Background: an optimization exercise with open tools, aiming at small area, a short achievable clock period and few clock cycles per item. Do not read the settings as production practice.
Where RTL was checked, it was by simulation tests only, not by an equivalence proof against the original.
No activity file was given, so power comes from the tool's default toggle rates.

==> flow/design.v (excerpt) <==
module binary_neuron (
    input  logic                    clk,
    input  logic                    reset,
    input  logic                    in_valid,
    output logic                    in_ready,
    input  logic [320:0]            in_req,
    output logic                    out_valid,
    input  logic                    out_ready,
    output logic [9:0]              out_sum
);
Size: ~1200 cells after synthesis, about 340 I/O pins, ~15000 sq um of cells after synthesis.
==> flow/config.mk <==
export PLATFORM = sky130hd
export DESIGN_NAME = binary_neuron
export DESIGN_NICKNAME = binary_neuron
export VERILOG_FILES = /design/flow/design.v
export SDC_FILE = /design/flow/constraint.sdc
export NUM_CORES = 4
export LEC_CHECK = 0
export CAP_MARGIN = 20
export CORE_MARGIN = 2
export CORE_UTILIZATION = 40
export CTS_BUF_LIST = sky130_fd_sc_hd__clkbuf_8
export SLEW_MARGIN = 20
export SYNTH_HIERARCHICAL = 1
export SYNTH_MINIMUM_KEEP_SIZE = 0
==> flow/constraint.sdc <==
create_clock -name core_clock -period 6.0 [get_ports {clk}]
set_input_delay 1.2000 -clock core_clock [delete_from_list [all_inputs] [get_ports {clk}]]
set_output_delay 1.2000 -clock core_clock [all_outputs]
set_load 0.01 [all_outputs]
standard.sh (not shown) runs the stock make flow with config.mk's settings and CLKGATE_MAP_FILE= SYNTH_SCRIPT=/design/flow/synth_recipe.tcl, a recipe that flattens the netlist after the stock synthesis.
==> flow/flow/run.sh <==
#!/bin/bash
# The standard layout (standard.sh: ORFS synthesis to final layout), with
# two changes:
#  - the input and output ports are buffered with the smallest buffer,
#    sky130_fd_sc_hd__buf_1, instead of the cell buffer_ports picks by default
#    (clkdlybuf4s50_1); later repair steps may still resize them;
#  - clock tree synthesis adds no dummy loads to the clock tree, and groups
#    the flip-flops into clusters of up to 15 within 75 um for its leaf
#    buffers (instead of searching for a clustering itself).
set -euo pipefail
export BUFFER_PORTS_ARGS="-buffer_cell sky130_fd_sc_hd__buf_1"
export CTS_ARGS="-sink_clustering_enable -repair_clock_nets -buf_list sky130_fd_sc_hd__clkbuf_8 -dont_use_dummy_load -sink_clustering_size 15 -sink_clustering_max_diameter 75"
bash standard.sh > standard_flow.log 2>&1
The baseline finished with timing, DRC and antenna clean.
Rerun with:
--- a/flow/design.v
+++ b/flow/design.v
@@ -952,28 +952,31 @@
     logic [9:0]      q_head;
     logic            q_empty;
     logic            result;        
     logic            head_load;     
     logic            q_push, q_pull;
     assign result    = stage_valid[3];
     assign q_empty   = !q_occ[0];
     assign head_load = !out_valid || out_ready;
     assign q_pull    = head_load && !q_empty;
     assign q_push    = result && !(head_load && q_empty);
     logic [3:0]    q_occ_next;
     logic            q_empty_sel;   
-    logic [3:0]    occ_if_load, occ_if_hold;
-    assign occ_if_hold = result ? {q_occ[2:0], 1'b1} : q_occ;
-    assign occ_if_load = (result || q_empty) ? q_occ : {1'b0, q_occ[3:1]};
-    assign q_occ_next  = head_load ? occ_if_load : occ_if_hold;
+    always_comb begin
+        case ({q_push, q_pull})
+            2'b10:   q_occ_next = {q_occ[2:0], 1'b1};
+            2'b01:   q_occ_next = {1'b0, q_occ[3:1]};
+            default: q_occ_next = q_occ;
+        endcase
+    end
     always_ff @(posedge clk) begin
         if (reset) begin
             q_wr        <= 4'd1;
             q_rd        <= 4'd1;
             q_occ       <= '0;
             q_empty_sel <= 1'b1;
         end else begin
             if (q_push) q_wr <= {q_wr[2:0], q_wr[3]};
             if (q_pull) q_rd <= {q_rd[2:0], q_rd[3]};
             q_occ       <= q_occ_next;
             q_empty_sel <= !q_occ_next[0];
         end
The new run produced a clean layout. Worst setup slack improved by 0.043 ns. Global-route usage decreases by 0.31 points. Area after synthesis stays flat. Via count decreases by 1.1%. Design area stays flat. Wire length decreases by 1.8%. Sequential cell count is unchanged. First-iteration DRC count decreases by 10%. Core utilization is about the same. Final cell count hardly moves. Hold slack hardly moves. Die area barely changes. Count of clock-buffer cells in the layout is unchanged.
Function was not checked in any run of this note: the RTL went through the layout flow alone.

---

binary_neuron, a different RTL version from the one above (not shown whole).
Size: ~1000 cells after synthesis, about 150 flip-flops, ~340 I/O pins, ~12000 µm² of cells after synthesis.
Settings: LEC_CHECK=0, CAP_MARGIN=20, CORE_MARGIN=2, CORE_UTILIZATION=40, CTS_BUF_LIST=sky130_fd_sc_hd__clkbuf_8, SLEW_MARGIN=20, SYNTH_HIERARCHICAL=1, SYNTH_MINIMUM_KEEP_SIZE=0; clock period 6.0 ns.
==> flow/flow/run.sh <==
#!/bin/bash
# The standard layout (standard.sh: ORFS synthesis to final layout), with
# one change: the input and output ports are buffered with the smallest
# buffer, sky130_fd_sc_hd__buf_1, instead of the cell buffer_ports picks by
# default (clkdlybuf4s50_1).  Later repair steps may still resize them.
set -euo pipefail
export BUFFER_PORTS_ARGS="-buffer_cell sky130_fd_sc_hd__buf_1"
bash standard.sh > standard_flow.log 2>&1
==> next run, changes <==
--- a/flow/design.v
+++ b/flow/design.v
@@ -214,19 +214,19 @@
     wire p2_61 = in_req[75] ^ (~in_req[3] & (in_req[73] | in_req[74]));
     wire q3_61 = ~(in_req[76] ^ (~in_req[3] & (in_req[73] | in_req[74] | in_req[75])));
     wire p1_62 = in_req[70] ^ (~in_req[2] & in_req[69]);
     wire p2_62 = in_req[71] ^ (~in_req[2] & (in_req[69] | in_req[70]));
     wire q3_62 = ~(in_req[72] ^ (~in_req[2] & (in_req[69] | in_req[70] | in_req[71])));
     wire p1_63 = in_req[66] ^ (~in_req[1] & in_req[65]);
     wire p2_63 = in_req[67] ^ (~in_req[1] & (in_req[65] | in_req[66]));
     wire q3_63 = ~(in_req[68] ^ (~in_req[1] & (in_req[65] | in_req[66] | in_req[67])));
     logic r1_s57, r1_s59, r1_s61, r1_s135, r1_c58, r1_c60, r1_c62, r1_s137, r1_s139, r1_s141, r1_s143, r1_s145, r1_s147, r1_s149, r1_s229, r1_s231, r1_c138, r1_c140, r1_c142, r1_c144, r1_c146, r1_s233, r1_s235, r1_c148, r1_c150, r1_s237, r1_s239, r1_s241, r1_s243, r1_s245, r1_s247, r1_s249, r1_s341, r1_c234, r1_c236, r1_c238, r1_c240, r1_c242, r1_c244, r1_c246, r1_s343, r1_s345, r1_s347, r1_c248, r1_c250, r1_s349, r1_s351, r1_s353, r1_s355, r1_s357, r1_s359, r1_s361, r1_s405, r1_c344, r1_c346, r1_c348, r1_c350, r1_c352, r1_c354, r1_c356, r1_c358, r1_s407, r1_s409, r1_c360, r1_c362, r1_s411, r1_s413, r1_s415, r1_s417, r1_s419, r1_c404, r1_c406, r1_c408, r1_c410, r1_c412, r1_c414, r1_c416, r1_c418, r1_c420, r1_s453, r1_s455, r1_c454, r1_c456;
-    logic r2_s447, r2_c392, r2_s449, r2_c448, r2_s475, r2_c450, r2_s477, r2_s489, r2_c476, r2_s491, r2_c478, r2_c492, r2_s499, r2_c498, r2_c500, r2_g516, r2_s63, r2_g505, r2_g513, r2_g515;
+    logic r2_s447, r2_c392, r2_s449, r2_c448, r2_s475, r2_c450, r2_s477, r2_s489, r2_c476, r2_s491, r2_c478, r2_c492, r2_s499, r2_c498, r2_c500, r2_s63, r2_s157, r2_s271, r2_s391, r2_s159;
     wire s1 = ~(in_req[317] ^ in_req[313]);
     wire c2 = in_req[317] | in_req[313];
     wire s3, c4;
     csa_fa u_s3 (.a(in_req[309]), .b(in_req[305]), .c(in_req[301]), .s(s3), .co(c4));
     wire s5, c6;
     csa_fa u_s5 (.a(in_req[297]), .b(in_req[293]), .c(in_req[289]), .s(s5), .co(c6));
     wire s7, c8;
     csa_fa u_s7 (.a(in_req[285]), .b(in_req[281]), .c(in_req[277]), .s(s7), .co(c8));
     wire s9, c10;
@@ -719,46 +719,21 @@
     csa_fa u_s495 (.a(r2_c478), .b(s493), .c(c480), .s(s495), .co(c496));
     wire s497 = ~(c484 ^ c486);
     wire c498 = c484 | c486;
     wire s499, c500;
     csa_fa u_s499 (.a(c488), .b(s497), .c(c490), .s(s499), .co(c500));
     wire s501, c502;
     csa_fa u_s501 (.a(r2_c492), .b(r2_s499), .c(c494), .s(s501), .co(c502));
     wire s503 = ~(r2_c498 ^ r2_c500);
     wire c504 = r2_c498 | r2_c500;
-    wire g505 = s157 ^ s159;
-    wire g506 = s157 & s159;
-    wire g507 = s495 ^ c482;
-    wire g508 = s495 & c482;
-    wire g509 = s501 ^ c496;
-    wire g510 = s501 & c496;
-    wire g511 = s503 ^ c502;
-    wire g512 = s503 & c502;
-    wire g513 = s271 ^ g506;
-    wire g514 = s271 & g506;
-    wire g515 = s391 ^ g514;
-    wire g516 = s391 & g514;
-    wire g517 = s451 ^ r2_g516;
-    wire g518 = s451 & r2_g516;
-    wire g519 = s481 ^ g518;
-    wire g520 = s481 & g518;
-    wire g521 = g507 ^ g520;
-    wire g522 = g508 | (g507 & g520);
-    wire g523 = g509 ^ g522;
-    wire g524 = g510 | (g509 & g508);
-    wire g525 = g509 & g507;
-    wire g526 = g524 | (g525 & g520);
-    wire g527 = g511 ^ g526;
-    wire g528 = g512 | (g511 & g510);
-    wire g529 = g511 & g509;
-    wire g530 = g528 | (g529 & g522);
-    wire g531 = c504 ^ g530;
-    wire [9:0] total = {g531, g527, g523, g521, g519, g517, r2_g515, r2_g513, r2_g505, r2_s63};
+    wire [9:0] row_a = {c504, s503, s501, s495, s481, s451, r2_s391, r2_s271, r2_s157, r2_s63};
+    wire [9:0] row_b = {1'b0, c502, c496, c482, 1'b0, 1'b0, 1'b0, 1'b0, r2_s159, 1'b0};
+    wire [9:0] total = row_a + row_b;
     logic         accept, pop;
     logic [2:0] pending, pending_next;
     assign accept = in_valid && in_ready;
     assign pop    = out_valid && out_ready;
     always_comb begin
         case ({accept, pop})
             2'b10:   pending_next = {pending[1:0], 1'b1};
             2'b01:   pending_next = {1'b0, pending[2:1]};
             default: pending_next = pending;
@@ -875,23 +850,23 @@
         r2_s477 <= s477;
         r2_s489 <= s489;
         r2_c476 <= c476;
         r2_s491 <= s491;
         r2_c478 <= c478;
         r2_c492 <= c492;
         r2_s499 <= s499;
         r2_c498 <= c498;
         r2_c500 <= c500;
-        r2_g516 <= g516;
         r2_s63 <= s63;
-        r2_g505 <= g505;
-        r2_g513 <= g513;
-        r2_g515 <= g515;
+        r2_s157 <= s157;
+        r2_s271 <= s271;
+        r2_s391 <= s391;
+        r2_s159 <= s159;
     end
     logic [9:0]      q_data [0:1];
     logic [1:0]    q_wr, q_rd, q_occ;
     logic [9:0]      q_head;
     logic            q_empty;
     logic            result;        
     logic            head_load;     
     logic            q_push, q_pull;
     assign result    = stage_valid[2];
Outcome: Design area hardly moves; first-iteration DRC count came out higher by 30%; count of clock-buffer cells in the layout came out lower by 4; total power came out lower by 4.4%; non-clock buffer count does not change; final cell count is about the same.
Testbench counts after the change, summed over its fixed seeds: cycles 3,224, items 3,200.
Only the layout flow was run in the first run of this note; the RTL was not checked for function there.

---

RTL: one of the versions met above, not the one the previous note started from.
Size: roughly 1000 cells after synthesis, ~150 flip-flops, ~340 I/O pins, ~12000 sq um of cells after synthesis.
Design binary_neuron, start of the top module:
module binary_neuron (
    input  logic                    clk,
    input  logic                    reset,
    input  logic                    in_valid,
    output logic                    in_ready,
    input  logic [320:0]            in_req,
    output logic                    out_valid,
    input  logic                    out_ready,
    output logic [9:0]              out_sum
);
Settings: LEC_CHECK=0, CAP_MARGIN=20, CORE_MARGIN=2, CORE_UTILIZATION=40, CTS_BUF_LIST=sky130_fd_sc_hd__clkbuf_8, SLEW_MARGIN=20, SYNTH_HIERARCHICAL=1, SYNTH_MINIMUM_KEEP_SIZE=0; clock period 6.0 ns.
==> flow/flow/run.sh <==
#!/bin/bash
# The standard layout (standard.sh: ORFS synthesis to final layout), with
# two changes:
#  - the input and output ports are buffered with the smallest buffer,
#    sky130_fd_sc_hd__buf_1, instead of the cell buffer_ports picks by default
#    (clkdlybuf4s50_1); later repair steps may still resize them;
#  - clock tree synthesis adds no dummy loads to the clock tree.
set -euo pipefail
export BUFFER_PORTS_ARGS="-buffer_cell sky130_fd_sc_hd__buf_1"
export CTS_ARGS="-sink_clustering_enable -repair_clock_nets -buf_list sky130_fd_sc_hd__clkbuf_8 -dont_use_dummy_load"
bash standard.sh > standard_flow.log 2>&1
The baseline went through all stages and came out clean.
Testbench counts at the start, summed over its fixed seeds: cycles 3,224, items 3,200.
Next try:
--- a/flow/design.v
+++ b/flow/design.v
@@ -859,57 +859,38 @@
         r2_s63 <= s63;
         r2_s157 <= s157;
         r2_s271 <= s271;
         r2_s391 <= s391;
         r2_s159 <= s159;
     end
-    logic [9:0]      q_data [0:1];
-    logic [1:0]    q_wr, q_rd, q_occ;
-    logic [9:0]      q_head;
-    logic            q_empty;
+    logic [9:0]      q_data [0:2];
+    logic [2:0]    q_wr, q_rd, q_occ;
     logic            result;        
-    logic            head_load;     
-    logic            q_push, q_pull;
     assign result    = stage_valid[2];
-    assign q_empty   = !q_occ[0];
-    assign head_load = !out_valid || out_ready;
-    assign q_pull    = head_load && !q_empty;
-    assign q_push    = result && !(head_load && q_empty);
+    assign out_valid = q_occ[0];
     always_ff @(posedge clk) begin
         if (reset) begin
-            q_wr  <= 2'd1;
-            q_rd  <= 2'd1;
+            q_wr  <= 3'd1;
+            q_rd  <= 3'd1;
             q_occ <= '0;
         end else begin
-            if (q_push) q_wr <= {q_wr[0:0], q_wr[1]};
-            if (q_pull) q_rd <= {q_rd[0:0], q_rd[1]};
-            case ({q_push, q_pull})
-                2'b10:   q_occ <= {q_occ[0:0], 1'b1};
-                2'b01:   q_occ <= {1'b0, q_occ[1:1]};
+            if (result) q_wr <= {q_wr[1:0], q_wr[2]};
+            if (pop) q_rd <= {q_rd[1:0], q_rd[2]};
+            case ({result, pop})
+                2'b10:   q_occ <= {q_occ[1:0], 1'b1};
+                2'b01:   q_occ <= {1'b0, q_occ[2:1]};
                 default: ;
             endcase
         end
     end
     always_ff @(posedge clk) begin
-        for (int i = 0; i < 2; i++) begin
-            if (q_push && q_wr[i]) q_data[i] <= total;
+        for (int i = 0; i < 3; i++) begin
+            if (result && q_wr[i]) q_data[i] <= total;
         end
     end
     always_comb begin
-        q_head = '0;
-        for (int i = 0; i < 2; i++) begin
-            q_head = q_head | (q_data[i] & {10{q_rd[i]}});
-        end
-    end
-    always_ff @(posedge clk) begin
-        if (reset) begin
-            out_valid <= 1'b0;
-        end else if (head_load) begin
-            out_valid <= !q_empty || result;
-        end
-    end
-    always_ff @(posedge clk) begin
-        if (head_load) begin
-            out_sum <= q_empty ? total : q_head;
+        out_sum = '0;
+        for (int i = 0; i < 3; i++) begin
+            out_sum = out_sum | (q_data[i] & {10{q_rd[i]}});
         end
     end
 endmodule
Effect: The changed run finished clean; combinational power is lower by 4.7%; fmax is lower by 1.1%; total power is lower by 3.4%; clock-buffer cell count does not change; setup slack gets worse by 0.034 ns; synthesized cell count is lower by 0.58%; global-route usage is higher by 0.14 points; critical path depth does not change; utilization stays flat; wire length is higher by 1.1%; flip-flop and latch count is higher by 2; non-clock buffer count stays the same.
The RTL of the second run of this note was laid out without a check of its function.

---

Another version of the RTL of binary_neuron (not shown whole).
Size: about 1100 cells after synthesis, about 200 flip-flops, roughly 340 I/O pins.
Design binary_neuron, start of the top module:
module binary_neuron (
    input  logic                    clk,
    input  logic                    reset,
    input  logic                    in_valid,
    output logic                    in_ready,
    input  logic [320:0]            in_req,
    output logic                    out_valid,
    input  logic                    out_ready,
    output logic [9:0]              out_sum
);
Settings: LEC_CHECK=0, CAP_MARGIN=20, CORE_MARGIN=2, CORE_UTILIZATION=40, SLEW_MARGIN=20, SYNTH_HIERARCHICAL=1, SYNTH_MINIMUM_KEEP_SIZE=0; clock period 6.0 ns.
==> flow/flow/run.sh <==
#!/bin/bash
# The standard layout (standard.sh: ORFS synthesis to final layout), with
# one change: the input and output ports are buffered with the smallest
# buffer, sky130_fd_sc_hd__buf_1, instead of the cell buffer_ports picks by
# default (clkdlybuf4s50_1).  Later repair steps may still resize them.
set -euo pipefail
export BUFFER_PORTS_ARGS="-buffer_cell sky130_fd_sc_hd__buf_1"
bash standard.sh > standard_flow.log 2>&1
Next try:
--- a/flow/design.v
+++ b/flow/design.v
@@ -717,33 +717,32 @@
     csa_fa u_s501 (.a(c492), .b(s499), .c(c494), .s(s501), .co(c502));
     wire s503 = ~(r2_c498 ^ c500);
     wire c504 = r2_c498 | c500;
     wire [9:0] row_a = {c504, s503, s501, s495, s481, s451, s391, r2_s271, r2_s157, r2_s63};
     wire [9:0] row_b = {1'b0, c502, c496, c482, 1'b0, 1'b0, 1'b0, 1'b0, r2_s159, 1'b0};
     wire [9:0] total = row_a + row_b;
     logic         accept, pop;
-    logic [3:0] pending, pending_next;
+    logic [2:0] pending, pending_next;
     assign accept = in_valid && in_ready;
     assign pop    = out_valid && out_ready;
     always_comb begin
         case ({accept, pop})
-            2'b10:   pending_next = {pending[2:0], 1'b1};
-            2'b01:   pending_next = {1'b0, pending[3:1]};
+            2'b10:   pending_next = {pending[1:0], 1'b1};
+            2'b01:   pending_next = {1'b0, pending[2:1]};
             default: pending_next = pending;
         endcase
     end
     always_ff @(posedge clk) begin
         if (reset) begin
-            pending  <= '0;
-            in_ready <= 1'b1;
+            pending <= '0;
         end else begin
-            pending  <= pending_next;
-            in_ready <= !pending_next[3];
+            pending <= pending_next;
         end
     end
+    assign in_ready = !pending[2] || pop;
     logic [2:1] stage_valid;
     always_ff @(posedge clk) begin
         if (reset) begin
             stage_valid <= '0;
         end else begin
             stage_valid <= {stage_valid[1:1], accept};
         end
@@ -886,49 +885,49 @@
         r2_s497 <= s497;
         r2_c498 <= c498;
         r2_s63 <= s63;
         r2_s157 <= s157;
         r2_s271 <= s271;
         r2_s159 <= s159;
     end
-    logic [9:0]      q_data [0:2];
-    logic [2:0]    q_wr, q_rd, q_occ;
+    logic [9:0]      q_data [0:1];
+    logic [1:0]    q_wr, q_rd, q_occ;
     logic [9:0]      q_head;
     logic            q_empty;
     logic            result;        
     logic            head_load;     
     logic            q_push, q_pull;
     assign result    = stage_valid[2];
     assign q_empty   = !q_occ[0];
     assign head_load = !out_valid || out_ready;
     assign q_pull    = head_load && !q_empty;
     assign q_push    = result && !(head_load && q_empty);
     always_ff @(posedge clk) begin
         if (reset) begin
-            q_wr  <= 3'd1;
-            q_rd  <= 3'd1;
+            q_wr  <= 2'd1;
+            q_rd  <= 2'd1;
             q_occ <= '0;
         end else begin
-            if (q_push) q_wr <= {q_wr[1:0], q_wr[2]};
-            if (q_pull) q_rd <= {q_rd[1:0], q_rd[2]};
+            if (q_push) q_wr <= {q_wr[0:0], q_wr[1]};
+            if (q_pull) q_rd <= {q_rd[0:0], q_rd[1]};
             case ({q_push, q_pull})
-                2'b10:   q_occ <= {q_occ[1:0], 1'b1};
-                2'b01:   q_occ <= {1'b0, q_occ[2:1]};
+                2'b10:   q_occ <= {q_occ[0:0], 1'b1};
+                2'b01:   q_occ <= {1'b0, q_occ[1:1]};
                 default: ;
             endcase
         end
     end
     always_ff @(posedge clk) begin
-        for (int i = 0; i < 3; i++) begin
+        for (int i = 0; i < 2; i++) begin
             if (q_push && q_wr[i]) q_data[i] <= total;
         end
     end
     always_comb begin
         q_head = '0;
-        for (int i = 0; i < 3; i++) begin
+        for (int i = 0; i < 2; i++) begin
             q_head = q_head | (q_data[i] & {10{q_rd[i]}});
         end
     end
     always_ff @(posedge clk) begin
         if (reset) begin
             out_valid <= 1'b0;
         end else if (head_load) begin
=> The new run completed with no timing, DRC or antenna violations. First-iteration DRC count is lower by 5.9%. Design area is lower by 3.8%. Core utilization is lower by 0.14 points. Non-clock buffer count stays the same. Wire length is lower by 3.1%. Clock power is lower by about 5%.
No run of this note included a check of the RTL's function; only the layout flow was run.

-- what the ideal ports hide --
No port has a modelled driver above. Below, the same layouts with a new extraction and two added sets of constraints.
Step 1 sets driving cells, clkbuf_16 on the clock port and buf_2 on the other inputs (assumed; they add their load-dependent delay and slew).
Step 2 adds t to the input delays and takes it off the output delays; t is the mean of the earliest and latest rising clock arrival at the registers after step 1. Input paths then give back, and output paths get back, about the clock's delay inside the block.
Slacks: no drivers / after step 1 / after step 2; pairs: no drivers / after step 1.
| run | shift t [ns] | slack for setup (ns) | slew at the worst register clock pin (ns) |
|---|---|---|---|
| the first run of note 1 | 0.572 | 3.457 / 3.479 / 2.907 | 0.10 / 0.10 |
| the second run of note 1 | 0.555 | 3.500 / 3.503 / 2.967 | 0.10 / 0.10 |
| the first run of note 2 | 0.469 | 2.827 / 2.827 / 2.501 | 0.08 / 0.08 |
| the second run of note 2 | 0.482 | 2.965 / 2.983 / 2.500 | 0.08 / 0.08 |
| the first run of note 3 | 0.471 | 2.961 / 2.977 / 2.506 | 0.07 / 0.07 |
| the second run of note 3 | 0.462 | 2.928 / 2.947 / 2.485 | 0.08 / 0.08 |
| the first run of note 4 | 0.478 | 2.751 / 2.751 / 2.751 | 0.07 / 0.07 |
| the second run of note 4 | 0.473 | 2.824 / 2.824 / 2.824 | 0.07 / 0.07 |
After both steps setup and hold are still met in every run listed. For the first run of note 1, which loses most, drivers alone change the setup slack by +0.022 ns; drivers and shift together by -0.550 ns.
